Background: an optimization exercise with open tools, aiming at small area and a short achievable clock period. Do not read the settings as production practice.
Function was not checked in any run shown here: the RTL went through the layout flow alone.
Power is estimated from default activity; no workload was simulated.

`run.sh`:
```
#!/bin/bash
# synth_recipe.tcl (not shown) runs the flow's synth.tcl, then flattens the netlist and writes it again
# the make line also repeats each setting of config.mk as NAME=value (left out here)
make -C /OpenROAD-flow-scripts/flow DESIGN_CONFIG=/design/flow/config.mk WORK_HOME=/design/flow/orfs CLKGATE_MAP_FILE= SYNTH_SCRIPT=/design/flow/synth_recipe.tcl finish
```
`config.mk`:
```
export PLATFORM = sky130hd
export DESIGN_NAME = pio_ram_emu_responder
export DESIGN_NICKNAME = pio_ram_emu_responder
export VERILOG_FILES = /design/flow/design.v
export SDC_FILE = /design/flow/constraint.sdc
export NUM_CORES = 4
export LEC_CHECK = 0
export CAP_MARGIN = 20
export CORE_MARGIN = 2
export CORE_UTILIZATION = 65
export CTS_CLUSTER_DIAMETER = 60
export CTS_CLUSTER_SIZE = 30
export SETUP_SLACK_MARGIN = 2.2
export SLEW_MARGIN = 20
```
`constraint.sdc`:
```
create_clock -name core_clock -period 4.0 [get_ports {clk}]
set_input_delay 0.8000 -clock core_clock [delete_from_list [all_inputs] [get_ports {clk}]]
set_output_delay 0.8000 -clock core_clock [all_outputs]
set_load 0.01 [all_outputs]
```
`design.v`:
```
module pio_ram_emu_responder (
  input  logic       clk,
  input  logic       rst_n,
  input  logic [1:0] rx_pins,
  output logic [1:0] tx_pins,
  output logic       busy,
  output logic       protocol_err
);
  logic        st_rd_q, st_wr_q;   
  logic [3:0]  cnt_q;              
  logic [7:0]  addr_q;             
  logic [15:0] data_q;             
  logic [1:0]  tx_q;
  logic        busy_q, err_q;
  logic [15:0] ring [0:15][0:15];   
  logic [3:0]  t_q;                 
  logic        pv_q;                
  logic [15:0] pd_q;                
  logic [3:0]  pa_q;                
  logic [15:0] pring_q;             
  logic [3:0]  dpos_q;              
  logic        cq_q;                
  logic        cport_q;             
  logic [15:0] rsel_q;              
  logic [3:0]  psel_q;              
  logic [15:0] x_q;                 
  logic        capd_q;              
  logic        hitd_q;              
  wire in_frame = st_rd_q | st_wr_q;
  wire idle     = ~in_frame;
  logic [15:0] port_val;
  always_comb begin
    port_val = '0;
    for (int p = 0; p < 4; p++) begin
      logic [15:0] pv;
      pv = '0;
      for (int r = 0; r < 16; r++) pv = pv | ({16{rsel_q[r]}} & ring[r][4*p]);
      port_val = port_val | ({16{psel_q[p]}} & pv);
    end
  end
  wire [3:0] rd_lo   = (cnt_q == 4'd3) ? {addr_q[1:0], rx_pins} : addr_q[3:0];
  wire       aligned = (rd_lo[1:0] + t_q[1:0]) == 2'b00;
  wire       cap     = st_rd_q & (cnt_q >= 4'd3) & (cnt_q <= 4'd6) & aligned;
  wire       hit     = pv_q & |(pring_q & rsel_q) & (pa_q == rd_lo);
  wire [15:0] w_val  = hitd_q ? pd_q : x_q;
  wire [15:0] src    = capd_q ? w_val : data_q;
  wire wr_end = st_wr_q & (cnt_q == 4'd11);
  always_ff @(posedge clk) begin
    t_q <= t_q + 4'd1;
    for (int r = 0; r < 16; r++)
      for (int p = 0; p < 16; p++) begin
        if ((p == 0 || p == 8) && cq_q && pring_q[r] && (cport_q == (p == 8)))
          ring[r][p] <= pd_q;
        else
          ring[r][p] <= ring[r][(p + 15) % 16];
      end
  end
  always_ff @(posedge clk) begin
    dpos_q  <= dpos_q + 4'd1;
    cq_q    <= pv_q & ~cq_q & (dpos_q[2:0] == 3'd6);
    cport_q <= ~dpos_q[3] ^ (dpos_q[2:0] == 3'd7);
    if (cq_q) pv_q <= 1'b0;
    if (wr_end && rst_n) begin
      logic [3:0] d;
      d = addr_q[3:0] + t_q + 4'd1;
      pv_q    <= 1'b1;
      pd_q    <= {data_q[13:0], rx_pins};
      pa_q    <= addr_q[3:0];
      for (int r = 0; r < 16; r++) pring_q[r] <= (addr_q[7:4] == 4'(r));
      dpos_q  <= d;
      cq_q    <= (d[2:0] == 3'd7);
      cport_q <= ~d[3];
    end
  end
  always_ff @(posedge clk) begin
    if (in_frame && cnt_q <= 4'd3) addr_q <= {addr_q[5:0], rx_pins};
    if (st_rd_q) begin
      if (cnt_q <= 4'd6) data_q <= src;
      else               data_q <= {src[13:0], 2'b00};
    end else begin
      data_q <= {data_q[13:0], rx_pins};
    end
    x_q    <= port_val;
    capd_q <= cap;
    hitd_q <= hit;
    if (cnt_q == 4'd1) begin
      for (int r = 0; r < 16; r++) rsel_q[r] <= ({addr_q[1:0], rx_pins} == 4'(r));
    end
    begin
      logic [1:0] a32, pn;
      if (cnt_q == 4'd2)      a32 = rx_pins;
      else if (cnt_q == 4'd3) a32 = addr_q[1:0];
      else                    a32 = addr_q[3:2];
      pn = a32 + t_q[3:2] + 2'd1;
      for (int p = 0; p < 4; p++) psel_q[p] <= (pn == 2'(p));
    end
  end
  always_ff @(posedge clk) begin
    if (!rst_n) begin
      st_rd_q <= 1'b0;
      st_wr_q <= 1'b0;
      cnt_q   <= '0;
      tx_q    <= 2'b00;
      busy_q  <= 1'b0;
      err_q   <= 1'b0;
    end else begin
      tx_q <= 2'b00;
      if (idle) begin
        cnt_q   <= '0;
        st_rd_q <= (rx_pins == 2'b01);
        st_wr_q <= (rx_pins == 2'b10);
        busy_q  <= (rx_pins == 2'b01) | (rx_pins == 2'b10);
        if (rx_pins == 2'b11) err_q <= 1'b1;
      end else begin
        cnt_q <= cnt_q + 4'd1;
        if (wr_end) begin
          st_wr_q <= 1'b0;
          busy_q  <= 1'b0;
        end
        if (st_rd_q) begin
          if (cnt_q >= 4'd4 && rx_pins != 2'b00) err_q <= 1'b1;
          if (cnt_q == 4'd6) tx_q <= 2'b01;
          if (cnt_q >= 4'd7 && cnt_q <= 4'd14) tx_q <= src[15:14];
          if (cnt_q == 4'd15) begin
            st_rd_q <= 1'b0;
            busy_q  <= 1'b0;
          end
        end
      end
    end
  end
  assign tx_pins      = tx_q;
  assign busy         = busy_q;
  assign protocol_err = err_q;
endmodule
```
==> flow_summary.ini, run 1 <==
[run_status]
status = complete, no violations

[power_and_ir_drop]
p_leak_nw = 44.6
ir_drop_mv = 0.463
powerDensity_nw_per_um2 = 587

[clocking]
postCtsHoldBufs = 0
clock_latency_ns = 0.83
path_clk_slew_ns = 0.11
htree_num_levels = 4
clock-sinks = 4215
cts_tree = done
cts.path.max_buffers = 3
root_buffer = clkbuf_16
cts_inserted_buffers = 174

[grt]
grt_start_max_net_pins = 66
overflow = 0
antenna_found_initial = 16
grt_usage_pct = 30.4
grt_pass1_vias = 43437
grt_pass1_wl_mm = 327

[routing]
drt_iter0_drc = 4328
ant_nets = 0
firstDrtPassIters = 6
wl_per_cell_um = 29.7
routed_via_density = 5.52
vias = 45627
remaining_drc_errors = 0
routed_wirelength_mm = 245

[cells_and_area]
fin_util_pct = 73.4
nets = 6164
drive_above_1_share_pct = 19.4
postLayoutCellArea_um2 = 111000
layout_common_cells = 4139 x dfxtp_1, 484 x mux2_2, 192 x clkbuf_16
final_common_cell = dfxtp_1
synthToLayoutAreaGrowth_pct = 12.6

[critical_path]
reg2reg_depth = 8
crit_type = register to output pin
cp.arrival_ns = 1.27
critPathTopFamily = flip-flops
crit_path_end_kind = output pin
cp_max_fo = 2
critical-path-max-stage-delay_ns = 0.36
cp.buffers_inverters = 1
crit_slowest_cell = dfxtp_2
worstSetupStartpointType = register
crit_required_ns = 3.20
cp_num_cells = 1
path_cells = buf_6

[placed_design]
place.gp.congestion = 0.810
dpl_cell_area_um2 = 102000
dp_slack_ns = 1.06
post-dp-hpwl_mm = 127
io_buffers = 7

[yosys]
netlist_instances = 5910
ys_seq_area_share_pct = 86.1
syn_nets = 5931
post_synth_instance_area_um2 = 98700
synth_flop_cell = dfxtp_1
synth-seq-cells = 4215
async_reset_ff_share_pct = 0
ys_warn_count = 2
synth_edf_count = 60
yosys.cell_types.count = 48
avgSynthCellArea_um2 = 16.7

[die]
dieArea_um2 = 155000
die_w_um = 394
ioPinCount = 8
fp.coreArea_um2 = 151000
start_util_pct = 65.2
die-height_um = 394
rows = 143

[run]
cap_violations = 0

[timing]
setup_viol = 0
tns_ns = 0
hold_violations = 0
worstMarginPinSlew_ns = 1.25
fmax_mhz = 483
skew_ns = 0.0279
layout_setup_ws_ns = 1.93
min_period_ns = 2.07
relSlewSlack_pct = 17.0
fin_crit_sh_pct = 51.7
rsz0062_at_grt = true
slew_violations = 0

[worst_hold_path]
hold_class = register to register
holdPathStages = 0
cell usage after synthesis, types with 2 or more instances:
cell type	n	area share, %
buf_1	42	0.16
mux2i_1	20	0.20
a22oi_1	180	1.4
nand4_1	51	0.32
nor2_1	34	0.13
mux2_1	43	0.49
and2_1	8	0.051
a21oi_1	16	0.081
xor2_1	9	0.080
o21ai_0	54	0.27
nor3_1	7	0.035
a22o_1	182	1.6
nand3_1	70	0.35
mux2_2	484	5.5
a221oi_1	181	1.6
buf_2	36	0.18
nand2_2	10	0.063
ha_1	16	0.20
clkbuf_1	139	0.53
nor2b_1	5	0.032
edfxtp_1	60	1.8
dfxtp_1	4155	84
nand2_1	49	0.19
and3_1	12	0.076
o22ai_1	2	0.013
nand2b_1	4	0.025
xnor2_1	9	0.080
inv_1	12	0.046
flip-flops by register name, indices dropped and copies added (netlist names), 2 cells and up:
register,count
tx_q,2
dpos_q,4
x_q,16
addr_q,8
psel_q,4
pring_q,16
rsel_q,16
ring,4096
pa_q,4
cnt_q,4
pd_q,16
data_q,16
t_q,4
layout make-up:
type,instances,area [µm²]
timing repair buffer,276,3940
fill,9532,40200
sequential,4215,85000
inverter,12,48.8
clock inverter,66,841
antenna,4,10.0
tap,2030,2540
clock buffer,200,4670
multi-input combinational,1464,14100
report_power, final:
| part | switching (mW) | internal, mW | total (mW) |
|---|---|---|---|
| Combinational | 0.807 | 0.374 | 1.18 |
| Clock | 12.6 | 9.14 | 21.8 |
| Sequential | 0.137 | 42.1 | 42.2 |
metal layers:
metal | vias up | part of all wire (%) | GRT usage, %
li1 | 20509 | - | -
met1 | 23116 | 44 | 44.4
met2 | 1598 | 45 | 47.5
met3 | 402 | 6.6 | 4.06
met4 | 2 | 3.7 | 9.46
met5 | - | 0.0033 | 0
cell families after synthesis:
logic type                 synth area share, %
AOI/OAI and AO/OA                         5.00
xor gates and xnor gates                 0.160
adders and majority gates                0.223
buffers and inverters                    0.935
DFF                                       86.1
muxes                                     6.24
and+or+nand+nor                           1.36
per-stage QoR:
step,std cells,total power [mW],hold slack (ns)
2_1_floorplan,5910,43.4,0.310
3_3_place_gp,7838,43.9,0.309
3_5_place_dp,7841,43.9,0.312
4_1_cts,8218,65.2,0.320
5_1_grt,8263,66.9,0.311
6_report,8267,65.2,0.318
timing repair:
action	4_1_cts	5_1_grt
gates resized for setup	285	109
endpoints found under the setup margin	461	196
gates cloned	20	10
pin swaps	42	56
buffers inserted	91	35
worst paths after layout:
kind	startpoint	slack (ns)	endpoint
worst min register to register	ring[251][9]	0.32	ring[252][9]
worst max-delay path	err_q	1.93	protocol_err
worst min-delay path	ring[251][9]	0.32	ring[252][9]
worst max register to register	rsel_q[6]	1.95	x_q[6]
==> inputs of run 2 (changes only) <==
--- a/design.v
+++ b/design.v
@@ -17,3 +17,3 @@
   logic        pv_q;                
-  logic [15:0] pd_q;                
+  logic [15:0] pdn_q;               
   logic [3:0]  pa_q;                
@@ -21,2 +21,3 @@
   logic [3:0]  dpos_q;              
+  logic        clq_q;               
   logic        cq_q;                
@@ -24,3 +25,3 @@
   logic [15:0] rsel_q;              
-  logic [3:0]  psel_q;              
+  logic [63:0] sel_q;               
   logic [15:0] x_q;                 
@@ -33,8 +34,5 @@
     port_val = '0;
-    for (int p = 0; p < 4; p++) begin
-      logic [15:0] pv;
-      pv = '0;
-      for (int r = 0; r < 16; r++) pv = pv | ({16{rsel_q[r]}} & ring[r][4*p]);
-      port_val = port_val | ({16{psel_q[p]}} & pv);
-    end
+    for (int r = 0; r < 16; r++)
+      for (int p = 0; p < 4; p++)
+        port_val = port_val | ({16{sel_q[4*r+p]}} & ring[r][4*p]);
   end
@@ -44,3 +42,3 @@
   wire       hit     = pv_q & |(pring_q & rsel_q) & (pa_q == rd_lo);
-  wire [15:0] w_val  = hitd_q ? pd_q : x_q;
+  wire [15:0] w_val  = hitd_q ? ~pdn_q : x_q;
   wire [15:0] src    = capd_q ? w_val : data_q;
@@ -51,6 +49,8 @@
       for (int p = 0; p < 16; p++) begin
-        if ((p == 0 || p == 8) && cq_q && pring_q[r] && (cport_q == (p == 8)))
-          ring[r][p] <= pd_q;
+        if (p == 15 || p == 7)
+          ring[r][p] <= ~(ring[r][p-1] | {16{clq_q & pring_q[r] & (cport_q == (p == 7))}});
+        else if (p == 0 || p == 8)
+          ring[r][p] <= ~((pdn_q & {16{cq_q & pring_q[r] & (cport_q == (p == 8))}}) | ring[r][(p + 15) % 16]);
         else
-          ring[r][p] <= ring[r][(p + 15) % 16];
+          ring[r][p] <= ring[r][p-1];
       end
@@ -59,4 +59,5 @@
     dpos_q  <= dpos_q + 4'd1;
-    cq_q    <= pv_q & ~cq_q & (dpos_q[2:0] == 3'd6);
-    cport_q <= ~dpos_q[3] ^ (dpos_q[2:0] == 3'd7);
+    clq_q   <= pv_q & ~clq_q & ~cq_q & (dpos_q[2:0] == 3'd5);
+    cq_q    <= clq_q;
+    if (!clq_q) cport_q <= ~dpos_q[3] ^ (dpos_q[2:0] == 3'd7);
     if (cq_q) pv_q <= 1'b0;
@@ -66,3 +67,3 @@
       pv_q    <= 1'b1;
-      pd_q    <= {data_q[13:0], rx_pins};
+      pdn_q   <= ~{data_q[13:0], rx_pins};
       pa_q    <= addr_q[3:0];
@@ -70,3 +71,4 @@
       dpos_q  <= d;
-      cq_q    <= (d[2:0] == 3'd7);
+      clq_q   <= (d[2:0] == 3'd6);
+      cq_q    <= 1'b0;
       cport_q <= ~d[3];
@@ -94,3 +96,4 @@
       pn = a32 + t_q[3:2] + 2'd1;
-      for (int p = 0; p < 4; p++) psel_q[p] <= (pn == 2'(p));
+      for (int r = 0; r < 16; r++)
+        for (int p = 0; p < 4; p++) sel_q[4*r+p] <= rsel_q[r] & (pn == 2'(p));
     end
--- a/config.mk
+++ b/config.mk
@@ -10,4 +10,4 @@
 export CORE_UTILIZATION = 65
-export CTS_CLUSTER_DIAMETER = 60
-export CTS_CLUSTER_SIZE = 30
+export CTS_CLUSTER_DIAMETER = 40
+export CTS_CLUSTER_SIZE = 20
 export SETUP_SLACK_MARGIN = 2.2
==> flow_summary.ini, run 2 <==
[run_status]
status = complete, no violations

[power_and_ir_drop]
powerDensity_nw_per_um2 = 666
ir_drop_mv = 0.547
switchingPower_mw = 18.2
p_leak_nw = 49.5
swShare_pct = 22.5
power_frac_clock_pct = 44.3
comb_power_share_pct = 2.7
p_int_mw = 62.8
seqPwrFrac_pct = 53.0

[timing]
slew_violations = 0
relSlewSlack_pct = 48.9
fin_crit_sh_pct = 57.0
skew_ns = 0.0521
fmax_mhz = 439
rsz0062_at_grt = true
min_period_ns = 2.28
worstMarginPinSlew_ns = 0.766
hold_violations = 0
setup_viol = 0
tns_ns = 0

[yosys]
synth.top_cell.area_share_pct = 84.1
synth-seq-cells = 4276
post_synth_instance_area_um2 = 100000
netlist_instances = 6721
syn_nets = 6742
async_reset_ff_share_pct = 0
synth_edf_count = 61
avgSynthCellArea_um2 = 14.9
yosys.cell_count.top_type = dfxtp_1
synthTopCellsByArea = dfxtp_1 84%, a21oi_1 2.8%, a221oi_1 2.2%
synth_common_cells = 4215 x dfxtp_1, 559 x a21oi_1, 559 x nor2_1, 257 x a221oi_1, 256 x a22o_1
yosys.area.top_type = dfxtp_1
ys_warn_count = 2
yosys.cell_types.count = 58
synth_flop_cell = dfxtp_1
ys_seq_area_share_pct = 85.9

[routing]
remaining_drc_errors = 0
routed_via_density = 5.98
vias = 56894
wl_per_cell_um = 35.2
routed_wirelength_mm = 335
firstDrtPassIters = 5
ant_nets = 0
drt_iter0_drc = 7759

[grt]
grt_pass1_vias = 53309
grt_pass1_wl_mm = 437
grt_start_max_net_pins = 38
antenna_found_initial = 32
overflow = 0
grt_usage_pct = 41.5

[run]
cap_violations = 0

[die]
start_util_pct = 65.3
die_w_um = 397
ioPinCount = 8
rows = 144
die-height_um = 397
fp.coreArea_um2 = 154000
dieArea_um2 = 157000

[critical_path]
crit_type = register to register
path_cells = inv_2 -> ha_4 -> or3b_4 -> o22a_1 -> o21ai_2 -> ha_4 -> xor2_4 -> buf_4 -> nand3_2 -> a21oi_1
critical-path-max-stage-delay_ns = 0.37
cp.buffers_inverters = 2
regToRegSetupSlack_ns = 1.72
rr_endpoint = sel_q[54]
critPathTopFamily = simple AND/OR/NAND/NOR gates
crit_path_end_kind = register
cp_max_fo = 8
worstSetupStartpointType = register
crit_slowest_cell = or3b_4
crit_required_ns = 4.86
reg2reg_depth = 10
cp.arrival_ns = 3.14
cp_common_cell = ha_4
r2r-start = cnt_q[0]

[cells_and_area]
largest_register = ring
nets = 7217
layout.cells.non_filler = 9515
synthToLayoutAreaGrowth_pct = 21.2
largest_reg_flops = 4096
drive_above_1_share_pct = 20.2
reg.largest.list = ring (4096), sel_q (64)
postLayoutCellArea_um2 = 122000
layout_common_cells = 4142 x dfxtp_1, 559 x nor2_1, 533 x a21oi_1
final_common_cell = dfxtp_1

[clocking]
cts_tree = done
clock_latency_ns = 0.96
path_clk_slew_ns = 0.08
htree_num_levels = 5
root_buffer = clkbuf_16
clock-sinks = 4276
cts_inserted_buffers = 354
cts.path.max_buffers = 4

[placed_design]
post-dp-hpwl_mm = 187
io_buffers = 7
place.gp.congestion = 0.879
dpl_cell_area_um2 = 103000
dp.cells = 8568

[worst_hold_path]
hold_start = ring[18][12]
holdPathStages = 0
holdPathEnd = ring[19][12]
hold_class = register to register
==> run 2: changes by cell type after synthesis, moves of 60 or more <==
cell and delta:
nand3_1 -66, a22o_1 +74, a21oi_1 +543, a22oi_1 -170, a221oi_1 +76, mux2_2 -484
dfxtp_1 +60, nor2_1 +525, clkbuf_1 +88
==> run 2: metrics by stage <==
step	setup slack (ns)	hold WS [ns]	total power, mW	util, %
after CTS	1.79	0.300	80.7	78.3
final	1.72	0.302	81.0	79.1
after global placement	0.808	0.310	45.4	66.8
after detailed placement	0.867	0.312	45.4	66.9
after floorplan	1.86	0.310	44.5	-
after global routing	1.64	0.300	82.7	79.1
==> run 2: layout make-up <==
type	count	area, µm²
Multi-Input combinational cell	2061	14300
Antenna cell	8	20.0
Sequential cell	4276	86400
Clock buffer	412	9590
Inverter	30	125
Tap cell	2044	2560
Fill cell	8612	32100
Timing Repair inverter	3	41.3
Timing Repair Buffer	470	5910
Clock inverter	211	2630
==> run 2: kinds of logic after synthesis <==
kind of cell	synth area share [%]
compound gates	7.66
xor+xnor	0.122
fa+ha+maj	0.220
buf+inv	1.82
flops	85.9
mux	0.220
simple gates	4.01
==> run 2: worst max-delay path by stage <==
stage / endpoint / slack (ns) / start / cells past startpoint
CTS: sel_q[8] / 1.79 / cnt_q[0] / 11
global placement: sel_q[59] / 0.81 / rx_pins[0] / 7
detailed placement: sel_q[46] / 0.87 / rx_pins[0] / 7
finish: sel_q[54] / 1.72 / cnt_q[0] / 10
global route: sel_q[36] / 1.64 / cnt_q[0] / 11
floorplan: sel_q[10] / 1.86 / cnt_q[1] / 10
==> run 2: worst reg2reg max path, delay by kind of cell, from the launching register on <==
kind,cells,cell delay [ns]
xor gates and xnor gates,1,0.21
and+or+nand+nor,2,0.61
DFF,1,0.35
AOI/OAI and AO/OA,3,0.50
adders and majority gates,2,0.32
buffers and inverters,2,0.22
==> run 2: repair_timing <==
item	in CTS	in global routing
setup buffers	237	64
gates cloned	9	6
endpoints found under the setup margin	1167	401
resized for setup	588	91
pin swaps	93	46
hold buffers	0	0
==> run 2: layer usage <==
layer	global-route usage, %	up-vias	wire (µm)
met5	0	-	64
met4	23.9	10	23000
met3	9.84	995	37000
met2	60.6	3749	143000
met1	56.9	28503	132000
li1	-	23637	-
==> run 2: power by group through the flow <==
stage | logic, mW | clock network, mW | registers (mW)
2_1_floorplan | 0.778 | 0 | 43.8
6_report | 2.21 | 35.9 | 42.9
3_5_place_dp | 1.34 | 0 | 44.1
4_1_cts | 1.97 | 35.8 | 42.9
3_3_place_gp | 1.34 | 0 | 44.1
5_1_grt | 2.19 | 37.6 | 42.9

## separate check: timing with driven ports
How much do the figures lean on ideal ports? The routed layouts below were timed once more, with nothing changed but the port constraints. Step 1 assumes that a clkbuf_16 drives the clock port and a buf_2 every other input. Step 2 also shifts input and output timing later by t, the mid clock arrival at the registers, as if the neighbouring blocks saw the same clock. Slacks: no drivers / after step 1 / after step 2; pairs: no drivers / after step 1.
run | t (ns) | slack for setup (ns) | worst data-port slew with drivers (ns) | cell pins on the clock port's net
run 1 | 0.905 | 1.930 / 1.841 / 1.418 | 0.03 | 1
run 2 | 1.037 | 1.722 / 1.722 / 1.158 | 0.04 | 1
After both steps every run listed still meets setup and hold. The setup slack of run 2, which loses most, moves by 0.000 ns with the drivers and by -0.564 ns with both steps.
